This design comes from an exercise in tuning for small area and a short achievable clock period on the open sky130 flow, not from production work. At most, simulation tests tie the RTL to the original design; equivalence was not proved. No activity file was given, so power comes from the tool's default toggle rates.

// soccer_overlay
module soccer_overlay #(
    parameter int H_ACTIVE = 1920,
    parameter int V_ACTIVE = 1080
) (
    input  logic             clk_i,
    input  logic             rst_i,
    input  logic             cen_i,
    input  logic             vid_sel_i,
    input  soccer_pkg::rgb_t vid_rgb_i,
    input  logic [1:0]       vh_blank_i,
    input  logic [2:0]       dvh_sync_i,
    output logic [2:0]       dvh_sync_o,
    output soccer_pkg::rgb_t vid_rgb_o
);
    localparam logic [2:0] C_SKY   = 3'd0;
    localparam logic [2:0] C_GRA   = 3'd1;
    localparam logic [2:0] C_GRB   = 3'd2;
    localparam logic [2:0] C_LINE  = 3'd3;
    localparam logic [2:0] C_BALL  = 3'd4;
    localparam logic [2:0] C_SBG   = 3'd5;
    localparam logic [2:0] C_SFG   = 3'd6;
    logic        de_i;
    logic        de_q;
    logic [10:0] nx_q;
    logic [10:0] py_q;
    logic        tick_q;
    assign de_i = dvh_sync_i[2];
    always_ff @(posedge clk_i) begin
        if (rst_i) begin
            de_q   <= 1'b0;
            tick_q <= 1'b0;
            nx_q   <= 11'd1;
            py_q <= '0;
        end else begin
            tick_q <= cen_i & de_i & ~de_q & (py_q == 11'd0);
            if (cen_i) begin
            de_q <= de_i;
            if (!de_i) begin
                nx_q <= 11'd1;
            end else if (nx_q[10:7] != 4'b1111) begin
                nx_q <= nx_q + 1'b1;
            end
            if (!de_i && de_q) begin
                py_q <= (py_q == 11'd1079) ? 11'd0 : py_q + 1'b1;
            end
            end
        end
    end
    logic [3:0] ph_q;
    logic       odd_q;
    logic [3:0] half_q;
    logic [9:0] bc_q;
    logic [9:0] bc_next;
    logic       goal;
    assign bc_next = odd_q ? bc_q - 1'b1 : bc_q + 1'b1;
    assign goal    = odd_q ? (bc_q == 10'd8) : (bc_q == 10'd946);
    always_ff @(posedge clk_i) begin
        if (rst_i) begin
            ph_q   <= '0;
            odd_q  <= 1'b0;
            half_q <= '0;
            bc_q   <= 10'd477;
        end else if (tick_q) begin
            if (ph_q == 4'd4) begin
                bc_q <= bc_next;
                if (goal) begin
                    ph_q  <= 4'd8;
                    odd_q <= ~odd_q;
  ...
==> flow/config.mk <==
export PLATFORM = sky130hd
export DESIGN_NAME = soccer_overlay
export DESIGN_NICKNAME = soccer_overlay
export VERILOG_FILES = /design/flow/design.v
export SDC_FILE = /design/flow/constraint.sdc
export NUM_CORES = 4
export LEC_CHECK = 0
export CAP_MARGIN = 60
export CORE_MARGIN = 2
export CORE_UTILIZATION = 40
export SLEW_MARGIN = 60
==> flow/constraint.sdc <==
create_clock -name core_clock -period 13.0 [get_ports {clk_i}]
set_input_delay 2.6000 -clock core_clock [delete_from_list [all_inputs] [get_ports {clk_i}]]
set_output_delay 2.6000 -clock core_clock [all_outputs]
set_load 0.01 [all_outputs]
run.sh (not shown) runs the stock make flow with config.mk's settings and CLKGATE_MAP_FILE= SYNTH_SCRIPT=/design/flow/synth_recipe.tcl, a recipe that flattens the netlist after the stock synthesis.
The baseline finished with timing, DRC and antenna clean.
==> next run, changes <==
- CAP_MARGIN: 60 -> 20
- SLEW_MARGIN: 60 -> 20
After rerunning:
- The new run ran to the end with no violations
- final area came out lower by 0.68%
- cell count came out lower by 0.45%
- clock-buffer cell count does not change
- via count came out lower by 1.2%
- worst setup slack barely changes
- power came out higher by 2.2%
- global-route usage is about the same
- sequential power stays flat
- clock power came out higher by about 5%
- hold slack barely changes
No run of this note included a check of the RTL's function; only the layout flow was run.


soccer_overlay, a different RTL version from the one above (not shown whole).
Size: ~680 cells after synthesis, about 77 flip-flops, ~60 I/O pins, roughly 5200 µm² of cells after synthesis.
clock: 13.0 ns
lec_check: 0
cap_margin: 20
core_margin: 2
core_utilization: 65
cts_buf_list: sky130_fd_sc_hd__clkbuf_8
slew_margin: 20
standard.sh (not shown) runs the stock make flow with config.mk's settings and CLKGATE_MAP_FILE= SYNTH_SCRIPT=/design/flow/synth_recipe.tcl, a recipe that flattens the netlist after the stock synthesis.
==> flow/flow/run.sh <==
#!/bin/bash
# The standard synthesis and layout, with three changes to how the layout
# is made: after the floorplan, OpenROAD's restructure re-maps the
# combinational logic for area (registers untouched); the ports get plain
# buffers instead of delay cells; and timing repair aims for 9.45 ns of
# setup slack. Each tool's output goes to a log file here.
set -euo pipefail
export BUFFER_PORTS_ARGS="-buffer_cell sky130_fd_sc_hd__buf_2"
export SETUP_SLACK_MARGIN=9.45
bash standard.sh synth > synth.log 2>&1
bash standard.sh floorplan > floorplan.log 2>&1
python3 flow/libfilter.py $FLOW_HOME/platforms/sky130hd/lib/sky130_fd_sc_hd__tt_025C_1v80.lib \
  rmp_cells.lib 'sky130_fd_sc_hd__lpflow_*' 'sky130_fd_sc_hd__probe*' > libfilter.log 2>&1
openroad -no_init -exit flow/restructure.tcl > restructure.log 2>&1
bash standard.sh > layout.log 2>&1
==> flow/flow/restructure.tcl <==
# Re-map the floorplan's combinational logic for area with OpenROAD's
# restructure (ABC), then write the floorplan back for placement. ABC maps
# to rmp_cells.lib, the platform library without its don't-use cells.
set res orfs/results/sky130hd/soccer_overlay/base
read_liberty $::env(FLOW_HOME)/platforms/sky130hd/lib/sky130_fd_sc_hd__tt_025C_1v80.lib
read_db $res/2_floorplan.odb
read_sdc $res/2_floorplan.sdc
source $::env(FLOW_HOME)/platforms/sky130hd/setRC.tcl
report_design_area
file mkdir rmp
restructure -target area -liberty_file rmp_cells.lib \
  -tielo_port sky130_fd_sc_hd__conb_1/LO -tiehi_port sky130_fd_sc_hd__conb_1/HI \
  -work_dir rmp -abc_logfile rmp/abc.log
# size up the remapped logic on paths short of the repair target
repair_timing -setup -setup_margin 9.45 -sequence "unbuffer,sizeup,swap" -verbose
report_design_area
write_db $res/2_floorplan.odb
Other scripts of this flow, unchanged in this note and not shown: flow/flow/libfilter.py
The baseline went through all stages and came out clean.
Edit:
--- a/flow/flow/run.sh
+++ b/flow/flow/run.sh
@@ -4,3 +4,3 @@
 # combinational logic for area (registers untouched); the ports get plain
-# buffers instead of delay cells; and timing repair aims for 9.45 ns of
+# buffers instead of delay cells; and timing repair aims for 9.8 ns of
 # setup slack. Each tool's output goes to a log file here.
@@ -8,3 +8,3 @@
 export BUFFER_PORTS_ARGS="-buffer_cell sky130_fd_sc_hd__buf_2"
-export SETUP_SLACK_MARGIN=9.45
+export SETUP_SLACK_MARGIN=9.8
 bash standard.sh synth > synth.log 2>&1
--- a/flow/flow/restructure.tcl
+++ b/flow/flow/restructure.tcl
@@ -13,4 +13,2 @@
   -work_dir rmp -abc_logfile rmp/abc.log
-# size up the remapped logic on paths short of the repair target
-repair_timing -setup -setup_margin 9.45 -sequence "unbuffer,sizeup,swap" -verbose
 report_design_area
What happened:
- The changed run completed without violations
- hold slack improved by 0.029 ns
- utilization came out higher by 11 points
- clock power falls by 14%
- sequential share of layout area falls by 3.4 points


Setup of v10:
soccer_overlay, a different RTL version from the one above (not shown whole).
Size in the first run: ~660 cells after synthesis, about 84 flip-flops.
## soccer_overlay
module soccer_overlay #(
    parameter int H_ACTIVE = 1920,
    parameter int V_ACTIVE = 1080
) (
    input  logic             clk_i,
    input  logic             rst_i,
    input  logic             cen_i,
    input  logic             vid_sel_i,
    input  soccer_pkg::rgb_t vid_rgb_i,
    input  logic [1:0]       vh_blank_i,
    input  logic [2:0]       dvh_sync_i,
    output logic [2:0]       dvh_sync_o,
    output soccer_pkg::rgb_t vid_rgb_o
);
clock: 13.0 ns
lec_check: 0
cap_margin: 20
core_margin: 2
core_utilization: 75
cts_buf_list: sky130_fd_sc_hd__clkbuf_8
slew_margin: 20
==> flow/flow/run.sh <==
#!/bin/bash
# The standard synthesis and layout, with three changes to how the layout
# is made: after the floorplan, OpenROAD's restructure re-maps the
# combinational logic for area (registers untouched); the ports get plain
# buffers instead of delay cells; and timing repair aims for 9.5 ns of
# setup slack. Each tool's output goes to a log file here.
set -euo pipefail
export BUFFER_PORTS_ARGS="-buffer_cell sky130_fd_sc_hd__buf_2"
export SETUP_SLACK_MARGIN=9.5
bash standard.sh synth > synth.log 2>&1
bash standard.sh floorplan > floorplan.log 2>&1
python3 flow/libfilter.py $FLOW_HOME/platforms/sky130hd/lib/sky130_fd_sc_hd__tt_025C_1v80.lib \
  rmp_cells.lib 'sky130_fd_sc_hd__lpflow_*' 'sky130_fd_sc_hd__probe*' > libfilter.log 2>&1
openroad -no_init -exit flow/restructure.tcl > restructure.log 2>&1
bash standard.sh > layout.log 2>&1
==> flow/flow/libfilter.py <==
#!/usr/bin/env python3
"""Copy a liberty file without the cells whose names match the given patterns
(the platform's don't-use cells), so that restructure's ABC cannot pick them."""
import fnmatch
import re
import sys

src, dst, pats = sys.argv[1], sys.argv[2], sys.argv[3:]
text = open(src).read()
out = []
pos = 0
for m in re.finditer(r'\n\s*cell\s*\(\s*"?([\w]+)"?\s*\)\s*\{', text):
    if m.start() < pos:
        continue
    name = m.group(1)
    if not any(fnmatch.fnmatch(name, p) for p in pats):
        continue
    # find the matching closing brace of this cell group
    depth = 0
    i = m.end() - 1
    while True:
        c = text[i]
        if c == '{':
            depth += 1
        elif c == '}':
            depth -= 1
            if depth == 0:
                break
        i += 1
    out.append(text[pos:m.start()])
    pos = i + 1
out.append(text[pos:])
open(dst, 'w').write(''.join(out))
==> flow/flow/restructure.tcl <==
# Re-map the floorplan's combinational logic for area with OpenROAD's
# restructure (ABC), then write the floorplan back for placement. ABC maps
# to rmp_cells.lib, the platform library without its don't-use cells.
set res orfs/results/sky130hd/soccer_overlay/base
read_liberty $::env(FLOW_HOME)/platforms/sky130hd/lib/sky130_fd_sc_hd__tt_025C_1v80.lib
read_db $res/2_floorplan.odb
read_sdc $res/2_floorplan.sdc
source $::env(FLOW_HOME)/platforms/sky130hd/setRC.tcl
report_design_area
file mkdir rmp
restructure -target area -liberty_file rmp_cells.lib \
  -tielo_port sky130_fd_sc_hd__conb_1/LO -tiehi_port sky130_fd_sc_hd__conb_1/HI \
  -work_dir rmp -abc_logfile rmp/abc.log
report_design_area
write_db $res/2_floorplan.odb
> inputs changed (v10 -> v35)
Settings: changing CORE_UTILIZATION from 75 to 65.
--- a/flow/flow/run.sh
+++ b/flow/flow/run.sh
@@ -3,9 +3,9 @@
 # is made: after the floorplan, OpenROAD's restructure re-maps the
 # combinational logic for area (registers untouched); the ports get plain
-# buffers instead of delay cells; and timing repair aims for 9.5 ns of
+# buffers instead of delay cells; and timing repair aims for 9.65 ns of
 # setup slack. Each tool's output goes to a log file here.
 set -euo pipefail
 export BUFFER_PORTS_ARGS="-buffer_cell sky130_fd_sc_hd__buf_2"
-export SETUP_SLACK_MARGIN=9.5
+export SETUP_SLACK_MARGIN=9.65
 bash standard.sh synth > synth.log 2>&1
 bash standard.sh floorplan > floorplan.log 2>&1
### Flow results
Taking v10 as the reference, in v35 post-synthesis to final-layout area growth increased 6.2 points; final cell count increased 13; total design power increased about 3%.
v35 reports its end point of the critical path as vid_rgb_o[18] while v10 reports vid_rgb_o[19].
Per the comparison of v35 with v10, share of the clock period used by the worst path after layout has decreased, arrival time at the worst endpoint moved down.
Looking at master of the slowest instance on the critical path, the dfxtp_1 result is from v10; the dfxtp_2 one comes from v35.
> inputs changed (v35 -> v44)
--- a/flow/flow/run.sh
+++ b/flow/flow/run.sh
@@ -3,9 +3,9 @@
 # is made: after the floorplan, OpenROAD's restructure re-maps the
 # combinational logic for area (registers untouched); the ports get plain
-# buffers instead of delay cells; and timing repair aims for 9.65 ns of
+# buffers instead of delay cells; and timing repair aims for 9.3 ns of
 # setup slack. Each tool's output goes to a log file here.
 set -euo pipefail
 export BUFFER_PORTS_ARGS="-buffer_cell sky130_fd_sc_hd__buf_2"
-export SETUP_SLACK_MARGIN=9.65
+export SETUP_SLACK_MARGIN=9.3
 bash standard.sh synth > synth.log 2>&1
 bash standard.sh floorplan > floorplan.log 2>&1
Results
v44 finished every step from synthesis to the final layout, and the layout passed the timing, DRC and antenna checks.
Compared to v35, v44 has area growth from synthesis to final layout 6.4 points lower.
Simple-gate portion of the synthesized area came out exactly the same in v35 and v44.
Relative to v35, v44 improves final area.
v44 vs v35, timing endpoint of the critical path: code_q[0] vs vid_rgb_o[18]
Changes observed in v44 relative to v35: routed wire length comparable, logic gate share of total power now sits lower, final critical delay including setup and external delays now sits higher, async set or reset register ratio after synthesis closely matched the old numbers, cell count after synthesis shows no meaningful change.
## Diff of input files: v25 against v44
Settings: CORE_UTILIZATION: 65 -> 85.
--- a/flow/flow/run.sh
+++ b/flow/flow/run.sh
@@ -3,9 +3,9 @@
 # is made: after the floorplan, OpenROAD's restructure re-maps the
 # combinational logic for area (registers untouched); the ports get plain
-# buffers instead of delay cells; and timing repair aims for 9.3 ns of
+# buffers instead of delay cells; and timing repair aims for 9.5 ns of
 # setup slack. Each tool's output goes to a log file here.
 set -euo pipefail
 export BUFFER_PORTS_ARGS="-buffer_cell sky130_fd_sc_hd__buf_2"
-export SETUP_SLACK_MARGIN=9.3
+export SETUP_SLACK_MARGIN=9.5
 bash standard.sh synth > synth.log 2>&1
 bash standard.sh floorplan > floorplan.log 2>&1
[summary]
Routed wirelength normalized by instance count, v25 and v44, lower one = v44. Compared with v44, final wirelength in v25 increased by a few percent. Via count: v25 > v44. Total power per unit cell area for v25: about 2% down relative to v44.
Here is what was changed in the inputs of v9 compared with v25.
Settings: CORE_UTILIZATION: 85 -> 65.
Notes after the runs:
Going from v25 to v9, inserted tap cell count grew by more than a quarter. On v9: post-route worst setup slack is 0.019 ns higher than what v25 gave. The lower relative contribution of combinational cells to total power of v9 and v25 is in v9. The hold slack of v25 and that of v9 are within noise of each other. met2 wire length is higher on v25. v25 → v9: fraction of standard cell area that is sequential now smaller, width of the chip now larger. v9 -> v25: net count of the finished layout flat.


RTL: one of the versions met above, not the one the previous note started from.
Size in the first run: about 60 I/O pins, about 5200 sq um of cells after synthesis.
Settings: LEC_CHECK=0, CAP_MARGIN=20, CORE_MARGIN=2, CORE_UTILIZATION=65, CTS_BUF_LIST=sky130_fd_sc_hd__clkbuf_8, SLEW_MARGIN=20; clock period 13.0 ns.
==> flow/flow/run.sh <==
#!/bin/bash
# The standard synthesis and layout, with three changes to how the layout
# is made: after the floorplan, OpenROAD's restructure re-maps the
# combinational logic for area (registers untouched); the ports get plain
# buffers instead of delay cells; and timing repair aims for 9.3 ns of
# setup slack. Each tool's output goes to a log file here.
set -euo pipefail
export BUFFER_PORTS_ARGS="-buffer_cell sky130_fd_sc_hd__buf_1"
export SETUP_SLACK_MARGIN=9.3
bash standard.sh synth > synth.log 2>&1
bash standard.sh floorplan > floorplan.log 2>&1
python3 flow/libfilter.py $FLOW_HOME/platforms/sky130hd/lib/sky130_fd_sc_hd__tt_025C_1v80.lib \
  rmp_cells.lib 'sky130_fd_sc_hd__lpflow_*' 'sky130_fd_sc_hd__probe*' > libfilter.log 2>&1
openroad -no_init -exit flow/restructure.tcl > restructure.log 2>&1
bash standard.sh > layout.log 2>&1
Scripts as last shown in full above: flow/flow/libfilter.py, flow/flow/restructure.tcl
Change:
--- a/flow/flow/run.sh
+++ b/flow/flow/run.sh
@@ -7,3 +7,3 @@
 set -euo pipefail
-export BUFFER_PORTS_ARGS="-buffer_cell sky130_fd_sc_hd__buf_1"
+export BUFFER_PORTS_ARGS="-buffer_cell sky130_fd_sc_hd__buf_2"
 export SETUP_SLACK_MARGIN=9.3
--- a/flow/config.mk
+++ b/flow/config.mk
@@ -11,2 +11,4 @@
 export CTS_BUF_LIST = sky130_fd_sc_hd__clkbuf_8
+export CTS_CLUSTER_DIAMETER = 300
+export CTS_CLUSTER_SIZE = 40
 export SLEW_MARGIN = 20
After rerunning:
- The new run completed without violations
- cell area went down by 1.6%
- global-route usage went down by 0.54 points
- routed wire length went down by about 2.7%
- via count went down by about 0.5%
- first-iteration DRC count went down by about 1.2%
- core utilization went down by 1.1 points
- count of clock-buffer cells in the layout went down by 1

==> re-timing with driven ports <==
Ports are ideal in the flow. The routed layouts listed here were re-timed in OpenROAD.
Step 1, drivers: a clkbuf_16 drives clk_i and a buf_2 each remaining input, both assumed.
Step 2 moves the port delays by t, midway between the first and last clock arrival at a register: inputs arrive t later, outputs are due t later. That takes back most of the time a late clock gives input paths.
Three values: ideal ports, drivers, drivers and shift; two values: the first two.
run	t, ns	setup WS [ns]	worst data-port slew with drivers (ns)
the first run of note 1	0.385	8.029 / 8.045 / 7.661	0.06
the second run of note 1	0.383	8.028 / 8.045 / 7.662	0.05
the first run of note 2	0.385	9.394 / 9.318 / 8.933	0.13
the second run of note 2	0.389	9.373 / 9.260 / 8.872	0.15
v10	0.388	9.550 / 9.521 / 9.191	0.04
v35	0.385	9.584 / 9.553 / 9.338	0.04
v44	0.384	9.401 / 9.412 / 9.029	0.04
v25	0.380	9.532 / 9.503 / 9.208	0.06
v9	0.385	9.551 / 9.518 / 9.227	0.04
the first run of note 4	0.380	9.319 / 9.290 / 8.910	0.06
the second run of note 4	0.388	9.392 / 9.286 / 8.898	0.14
After both steps setup and hold are still met in every run listed. The setup slack of the second run of note 2, which loses most, moves by -0.113 ns with the drivers and by -0.501 ns with both steps.
